This is an optimization exercise on Yosys and OpenROAD, whose aim is a short achievable clock period and few clock cycles, not a production implementation. No activity file was given, so power comes from the tool's default toggle rates.

== tundra ==
// dcache_top
module dcache_top
(
    input  wire logic  CLK,
    input  wire logic  RSTn,
    input  wire logic  req,
    input  wire logic  req_store,
    input  mem_bus_pkg::addr_t req_addr,
    input  mem_bus_pkg::word_t req_wdata,
    output logic       resp_valid,
    output logic       resp_hit,
    output mem_bus_pkg::word_t      resp_rdata,
    output mem_bus_pkg::addr_t      mem_addr,
    output logic       mem_we,
    output mem_bus_pkg::word_t      mem_wdata,
    input  mem_bus_pkg::word_t mem_rdata
);
    cache_geom_pkg::cache_addr_t look_addr;
    logic        hit;
    logic        tag_we;
    cache_ctrl u_ctrl (
        .CLK        (CLK),
        .RSTn       (RSTn),
        .req        (req),
        .req_store  (req_store),
        .req_addr   (req_addr),
        .req_wdata  (req_wdata),
        .resp_valid (resp_valid),
        .resp_rdata (resp_rdata),
        .resp_hit   (resp_hit),
        .look_addr  (look_addr),
        .hit        (hit),
        .tag_we     (tag_we),
        .mem_addr   (mem_addr),
        .mem_we     (mem_we),
        .mem_wdata  (mem_wdata),
        .mem_rdata  (mem_rdata)
    );
    cache_arrays u_arrays (
        .CLK        (CLK),
        .RSTn       (RSTn),
        .look_addr  (look_addr),
        .hit        (hit),
        .tag_we     (tag_we)
    );
endmodule
For scale: roughly 95 flip-flops, about 3400 µm² of cells after synthesis.
clock: 4.0 ns
lec_check: 0
abc_clock_period_in_ps: 1000
cap_margin: 20
core_margin: 2
core_utilization: 45
cts_buf_list: sky130_fd_sc_hd__clkbuf_16
cts_cluster_diameter: 200
cts_cluster_size: 60
setup_slack_margin: 2.6
slew_margin: 20
run.sh (not shown) runs the stock make flow with config.mk's settings and CLKGATE_MAP_FILE= SYNTH_SCRIPT=/design/flow/synth_recipe.tcl, a recipe that flattens the netlist after the stock synthesis.
No stage failed in tundra, and the final checks on the layout all came back clean.
What onyx does differently from tundra at the input level:
Settings: ABC_CLOCK_PERIOD_IN_PS now 10, was 1000.
### Flow results
- Re final area: no difference whatsoever between tundra and onyx.
- Fmax came out exactly the same in onyx and tundra.
- tundra -> onyx: wire length delta 0, exact match
- onyx -> tundra: total inserted antenna cells delta 0, exact match
- Between onyx and tundra, the difference in proportion of cell area occupied by multi-input gates is negligible.
- Peak per-stage delay on the critical path: onyx vs tundra — no meaningful difference
Function was not checked in any run of this note: the RTL went through the layout flow alone.


alpha:
dcache_top, a different RTL version from the one above (not shown whole).
Size: roughly 240 cells after synthesis, roughly 95 flip-flops, roughly 160 I/O pins.
Settings: LEC_CHECK=0, CAP_MARGIN=20, CORE_MARGIN=2, CORE_UTILIZATION=45, CTS_BUF_LIST=sky130_fd_sc_hd__clkbuf_16, CTS_CLUSTER_DIAMETER=200, CTS_CLUSTER_SIZE=60, SETUP_SLACK_MARGIN=2.6, SLEW_MARGIN=20; clock period 4.0 ns.
Looking at the reports, alpha completed the entire flow and the layout it produced met the timing, design-rule and antenna checks.
What beta does differently from alpha at the input level:
Settings: putting ABC_CLOCK_PERIOD_IN_PS at 1000 where nothing was set.
Notes after the runs:
Die footprint: alpha vs beta identical. In terms of setup slack of the worst register-to-register path, beta and alpha differ only marginally. alpha -> beta: clock-buffer cell count delta 0, exact match. As far as switching share of power goes, beta and alpha are indistinguishable; the numbers are identical. alpha → beta: total power comparable, post-layout instance area was more or less identical, met1 track utilization from global routing did not really move. Portion of total power attributed to combinational logic across alpha and beta: no real change. alpha -> beta: synthesized cell count delta 0, exact match. Diff beta..alpha | slack of the critical path | unchanged.
Here is what was changed in the inputs of gamma compared with beta.
Settings: CTS_CLUSTER_SIZE: 60 -> unset; ABC_CLOCK_PERIOD_IN_PS: 1000 -> unset; CTS_BUF_LIST: sky130_fd_sc_hd__clkbuf_16 -> unset; CTS_CLUSTER_DIAMETER: 200 -> unset.
### Flow results
Total area of multi-input combinational cells essentially unchanged between gamma and beta. Re largest net degree at the start of global routing: no difference whatsoever between beta and gamma. The met3 layer wire length in the routed design of gamma falls short of that of beta by about 9%. Taking beta as the reference, in gamma ratio of final minimum period to clock period down 0.47 points; cell count along the critical path flat; worst supply voltage drop on vdd down 18%. Of gamma and beta, gamma shows the lower final total power, with beta above it. gamma vs. beta: placement-stage cell area closely matched the old numbers, final area decreased by about 1.7% relative to the old numbers, fmax increased by about 1.1% relative to the old numbers, worst endpoint required time increased by 30 ps relative to the old numbers.
Here is what was changed in the inputs of delta compared with gamma.
Settings: setting CTS_BUF_LIST to sky130_fd_sc_hd__clkbuf_16 for the first time; setting CTS_CLUSTER_SIZE to 60 for the first time; setting CTS_CLUSTER_DIAMETER to 200 for the first time; setting ABC_CLOCK_PERIOD_IN_PS to 10 for the first time.
--- outcome ---
- As far as overall via count from detail_route goes, gamma and delta are indistinguishable; the numbers are identical.
- Delta (delta minus gamma): global routing met2 resource utilization went up by 0.56 points; synthesis-to-finish area growth grew by 2.4 points; final cell utilization of the core went up 1.1 points; final wirelength flat; switching power of the nets now sits higher.
- delta consumes more power than gamma does.
No functional check of the RTL was part of any run of this note.

-- afterwards: timing with drivers on the ports --
How much do the figures lean on ideal ports? The routed layouts below were timed once more, with nothing changed but the port constraints. Step 1 assumes that a clkbuf_16 drives the clock port and a buf_2 every other input. Step 2 adds t to the input delays and takes it off the output delays; t is the mean of the earliest and latest rising clock arrival at the registers after step 1. Input paths then give back, and output paths get back, about the clock's delay inside the block. Three values: ideal ports, drivers, drivers and shift; two values: the first two.
run	shift t [ns]	setup WS [ns]	slew at the worst register clock pin (ns)	cell pins on the clock port's net
tundra	0.361	2.337 / 2.313 / 1.952	0.07 / 0.07	1
onyx	0.361	2.337 / 2.313 / 1.952	0.07 / 0.07	1
alpha	0.363	2.325 / 2.288 / 1.924	0.07 / 0.07	1
beta	0.363	2.325 / 2.288 / 1.924	0.07 / 0.07	1
gamma	0.378	2.344 / 2.298 / 1.920	0.10 / 0.10	1
delta	0.363	2.325 / 2.288 / 1.924	0.07 / 0.07	1
After both steps every run listed still meets setup and hold. The setup slack of gamma, which loses most, moves by -0.046 ns with the drivers and by -0.424 ns with both steps.
